What follows belongs to an exercise in optimizing a design on an open flow for small area, a short achievable clock period and few clock cycles; a production flow would make more cautious choices.
The RTL was checked by simulation tests, not by an equivalence proof against the original design.

Setup of P:
## fpdiv_frac
module fpdiv_frac
(
	input  logic                 clk,
	input  logic                 rst_n,
	input  logic                 start_valid_i,
	output logic                 start_ready_o,
	input  logic                 flush_i,
	input  fpdiv_fmt_pkg::fp_format_e           fp_format_i,
	input  fpdiv_fmt_pkg::frac_t                a_frac_i,
	input  fpdiv_fmt_pkg::frac_t                b_frac_i,
	output logic                 finish_valid_o,
	input  logic                 finish_ready_i,
	output logic [fpdiv_fmt_pkg::QUO_OUT_W-1:0] fpdiv_frac_o
);
Size: about 3,700 cells after synthesis, roughly 250 flip-flops.
==> module srt_iter_core, before the edit <==
module srt_iter_core
(
	input  logic                          clk,
	input  logic                          take_i,
	input  logic                          setup_i,
	input  logic                          setup_go_i,
	input  logic                          iter_i,
	input  logic                          final_i,
	input  logic                          first_i,
	input  logic [1:0]                    fmt_i,
	input  logic [srt_pkg::DIV_W-1:0]     a_raw_i,
	input  logic [srt_pkg::DIV_W-1:0]     b_raw_i,
	input  srt_pkg::rem_cs_t              init_rem_i,
	input  logic [1:0]                    init_quo_i,
	input  logic [srt_pkg::K_VAR_W-1:0]   k_var_i,
	input  logic [2:0]                    d_top_i,
	input  logic                          rem_neg_i,
	output logic [1:0]                    fmt_o,
	output logic [srt_pkg::DIV_W-1:0]     a_raw_o,
	output logic [srt_pkg::DIV_W-1:0]     b_raw_o,
	output srt_pkg::rem_cs_t              rem_o,
	output logic [srt_pkg::QUO_W-1:0]     quo_o
);
	localparam int S = srt_pkg::STAGES_PER_CYCLE;
	localparam int G = 2 * S;
	srt_pkg::rem_cs_t                  rem_q;
	logic [srt_pkg::DIV_W-1:0]         div_q;
	logic [1:0]                        fmt_q;
	logic [srt_pkg::K_VAR_W-1:0]       k_var_q;
	logic [srt_pkg::DIV_W-1:0]         div_al;
	logic [srt_pkg::QUO_W-1:0]         quo_q;
	logic signed [G:0]                 grp_q;
	logic signed [G:0]                 grp_m1;
	logic [srt_pkg::QUO_W-1:0]         quo_m1;
	logic [srt_pkg::QUO_W-1:0]         zero_below;
	logic                              base_m1;
	logic [G-1:0]                      low;
	logic [srt_pkg::REM_W-1:0]         div_ext;
	logic [S:0][2*srt_pkg::REM_W-1:0]  rem_chain;
	srt_pkg::quo_dig_t [S-1:0]         digs;
	logic signed [G:0]                 grp;
	srt_pkg::qds_k_t                   qds_k;
	always_ff @(posedge clk) begin
		if (take_i) begin
			rem_q.carry <= {{(srt_pkg::REM_W-srt_pkg::DIV_W){1'b0}}, a_raw_i};
		end else if (setup_i) begin
			if (setup_go_i) begin
				rem_q.carry <= init_rem_i.carry;
			end
		end else begin
			rem_q.carry <= rem_chain[S][srt_pkg::REM_W-1:0];
		end
	end
	always_ff @(posedge clk) begin
		if (setup_i) begin
			rem_q.sum <= init_rem_i.sum;
		end else begin
			rem_q.sum <= rem_chain[S][2*srt_pkg::REM_W-1:srt_pkg::REM_W];
		end
	end
	always_ff @(posedge clk) begin
		if (take_i) begin
			div_q <= b_raw_i;
			fmt_q <= fmt_i;
		end
	end
	always_ff @(posedge clk) begin
		if (setup_i) begin
			k_var_q <= k_var_i;
		end
	end
	always_ff @(posedge clk) begin
		if (setup_i) begin
			grp_q <= {{(G-1){1'b0}}, init_quo_i};
		end else if (iter_i || final_i) begin
			quo_q <= {(first_i ? '0 : (base_m1 ? quo_m1[srt_pkg::QUO_W-G-1:0] : quo_q[srt_pkg::QUO_W-G-1:0])), low};
			grp_q <= grp;
		end
	end
	always_comb begin
		case (fmt_q)
			fpdiv_fmt_pkg::FMT_FP16: div_al = {div_q[fpdiv_fmt_pkg::FP16_FRAC_W-2:0], {(srt_pkg::DIV_W-fpdiv_fmt_pkg::FP16_FRAC_W+1){1'b0}}};
			fpdiv_fmt_pkg::FMT_FP32: div_al = {div_q[fpdiv_fmt_pkg::FP32_FRAC_W-2:0], {(srt_pkg::DIV_W-fpdiv_fmt_pkg::FP32_FRAC_W+1){1'b0}}};
			default:                 div_al = div_q;
		endcase
	end
	assign div_ext = {2'b01, div_al, {(srt_pkg::REM_W-srt_pkg::DIV_W-2){1'b0}}};
	assign qds_k = srt_pkg::qds_k_build(k_var_q);
	assign rem_chain[0] = rem_q;
	for (genvar i = 0; i < S; i++) begin : g_stage
		srt_r4_stage u_stage (
			.rem_i     (rem_chain[i]),
			.div_i     (div_ext),
			.k_i       (qds_k),
			.rem_o     (rem_chain[i+1]),
			.quo_dig_o (digs[i])
		);
	end
	always_comb begin
		grp = '0;
		for (int i = 0; i < S; i++) begin
			grp = grp * 4;
			if (digs[i][srt_pkg::DIG_POS2]) grp = grp + 2;
			if (digs[i][srt_pkg::DIG_POS1]) grp = grp + 1;
			if (digs[i][srt_pkg::DIG_NEG1]) grp = grp - 1;
			if (digs[i][srt_pkg::DIG_NEG2]) grp = grp - 2;
		end
	end
	always_comb begin
		zero_below = {~quo_q[srt_pkg::QUO_W-2:0], 1'b1};
		for (int d = 1; d < srt_pkg::QUO_W; d = d * 2) begin
			for (int i = srt_pkg::QUO_W - 1; i >= d; i--) begin
				if (i % (2 * d) >= d) begin
					zero_below[i] = zero_below[i] & zero_below[(i / (2 * d)) * (2 * d) + d - 1];
				end
			end
		end
		quo_m1 = quo_q ^ zero_below;
	end
	assign grp_m1  = grp_q - 1'b1;
	assign base_m1 = (final_i && rem_neg_i) ? grp_m1[G] : grp_q[G];
	assign low     = (final_i && rem_neg_i) ? grp_m1[G-1:0] : grp_q[G-1:0];
	assign fmt_o   = fmt_q;
	assign a_raw_o = rem_q.carry[srt_pkg::DIV_W-1:0];
	assign b_raw_o = div_q;
	assign rem_o   = rem_q;
	assign quo_o   = quo_q;
endmodule
clock: 11.0 ns
lec_check: 0
abc_area: 1
cap_margin: 20
core_margin: 2
core_utilization: 40
place_density: 0.6
setup_slack_margin: 5
slew_margin: 20
standard.sh (not shown) runs the stock make flow with config.mk's settings and CLKGATE_MAP_FILE= SYNTH_SCRIPT=/design/flow/synth_recipe.tcl, a recipe that flattens the netlist after the stock synthesis.
==> flow/flow/run.sh <==
#!/bin/bash
# Standard ORFS layout, with Yosys's full/half-adder extraction turned off
# (ADDER_MAP_FILE empty): the digit-selection logic maps faster as plain
# gates than as chained fa/ha cells. Everything else is the standard flow.
set -euo pipefail
bash standard.sh ADDER_MAP_FILE= finish > flow_make.log 2>&1
Testbench counts of P, summed over its fixed seeds: cycles 23,516.
What Q does differently from P at the input level:
--- a/flow/design.v
+++ b/flow/design.v
@@ -56,21 +56,21 @@
 	function automatic logic [27:0] qds_k(input logic [2:0] d_top);
 		logic [27:0] m;
 		m = qds_m(d_top);
 		qds_k = {7'd0 - m[27:21], 7'd0 - m[20:14], 7'd0 - m[13:7], 7'd0 - m[6:0]};
 	endfunction
-	localparam int K_VAR_W = 13;
+	localparam int K_VAR_W = 7;
 	function automatic logic [K_VAR_W-1:0] qds_k_var(input logic [2:0] d_top);
 		logic [27:0] k;
 		k = qds_k(d_top);
-		qds_k_var = {k[4:0], k[8], k[16:15], k[25:21]};
+		qds_k_var = {k[4:1], k[23:21]};
 	endfunction
-	function automatic logic [27:0] qds_k_build(input logic [K_VAR_W-1:0] kv);
-		qds_k_build = {2'b11, kv[4:0],
-		               4'b1111, kv[6:5], 1'b0,
-		               4'b0000, 1'b1, kv[7], 1'b1,
-		               2'b00, kv[12:8]};
+	function automatic logic [27:0] qds_k_build(input logic [K_VAR_W-1:0] kv, input logic [2:0] d_top);
+		qds_k_build = {2'b11, !d_top[2], d_top[2], kv[2:0],
+		               4'b1111, !d_top[2], d_top[2], 1'b0,
+		               4'b0000, 1'b1, d_top[2], 1'b1,
+		               2'b00, kv[6:3], !d_top[1]};
 	endfunction
 	function automatic logic int_dig_two(input logic [4:0] y, input logic [2:0] d_top);
 		logic [27:0] m;
 		m = qds_m(d_top);
 		int_dig_two = ({2'b00, y} >= m[27:21]);
@@ -342,10 +342,11 @@
 	localparam int G = 2 * S;
 	srt_pkg::rem_cs_t                  rem_q;
 	logic [srt_pkg::DIV_W-1:0]         div_q;
 	logic [1:0]                        fmt_q;
 	logic [srt_pkg::K_VAR_W-1:0]       k_var_q;
+	logic [2:0]                        d_top_q;
 	logic [srt_pkg::DIV_W-1:0]         div_al;
 	logic [srt_pkg::QUO_W-1:0]         quo_q;
 	logic signed [G:0]                 grp_q;
 	logic signed [G:0]                 grp_m1;
 	logic [srt_pkg::QUO_W-1:0]         quo_m1;
@@ -382,10 +383,11 @@
 		end
 	end
 	always_ff @(posedge clk) begin
 		if (setup_i) begin
 			k_var_q <= k_var_i;
+			d_top_q <= d_top_i;
 		end
 	end
 	always_ff @(posedge clk) begin
 		if (setup_i) begin
 			grp_q <= {{(G-1){1'b0}}, init_quo_i};
@@ -400,11 +402,11 @@
 			fpdiv_fmt_pkg::FMT_FP32: div_al = {div_q[fpdiv_fmt_pkg::FP32_FRAC_W-2:0], {(srt_pkg::DIV_W-fpdiv_fmt_pkg::FP32_FRAC_W+1){1'b0}}};
 			default:                 div_al = div_q;
 		endcase
 	end
 	assign div_ext = {2'b01, div_al, {(srt_pkg::REM_W-srt_pkg::DIV_W-2){1'b0}}};
-	assign qds_k = srt_pkg::qds_k_build(k_var_q);
+	assign qds_k = srt_pkg::qds_k_build(k_var_q, d_top_q);
 	assign rem_chain[0] = rem_q;
 	for (genvar i = 0; i < S; i++) begin : g_stage
 		srt_r4_stage u_stage (
 			.rem_i     (rem_chain[i]),
 			.div_i     (div_ext),
==> comparison <==
Placed instance count delta for Q relative to P: 192 lower. Compared with P, final standard cell area without fillers in Q decreased slightly. On minimum clock period after layout: Q sits above P. Detailed-route vias per instance (Q vs. P) increases by a few percent. Sort P and Q by post-synthesis simple-gate area fraction desc -> top: P. Synthesized cell count | Q below P. Total routing resource utilization after global routing: higher on Q. The higher fraction of area in registers of P and Q is in Q.
Testbench counts of Q, summed over its fixed seeds: cycles 23,516.

static timing again, ports no longer ideal:
In the flow no input, the clock included, has a driving cell. The finished layouts below were timed again as built, in two steps. Step 1: set_driving_cell puts a clkbuf_16 on clk and a buf_2 on each other input, an assumption about the parent block. Step 2 also shifts input and output timing later by t, the mid clock arrival at the registers, as if the neighbouring blocks saw the same clock. Slacks: no drivers / after step 1 / after step 2; pairs: no drivers / after step 1.
| run | t (ns) | slack for setup (ns) | worst setup path after step 2 | clock arrival spread, ns |
|---|---|---|---|---|
| P | 0.674 | 5.335 / 5.335 / 5.335 | register to register | 0.027 / 0.026 |
| Q | 0.601 | 5.318 / 5.318 / 5.318 | register to register | 0.039 / 0.040 |
After both steps every run listed still meets setup and hold.
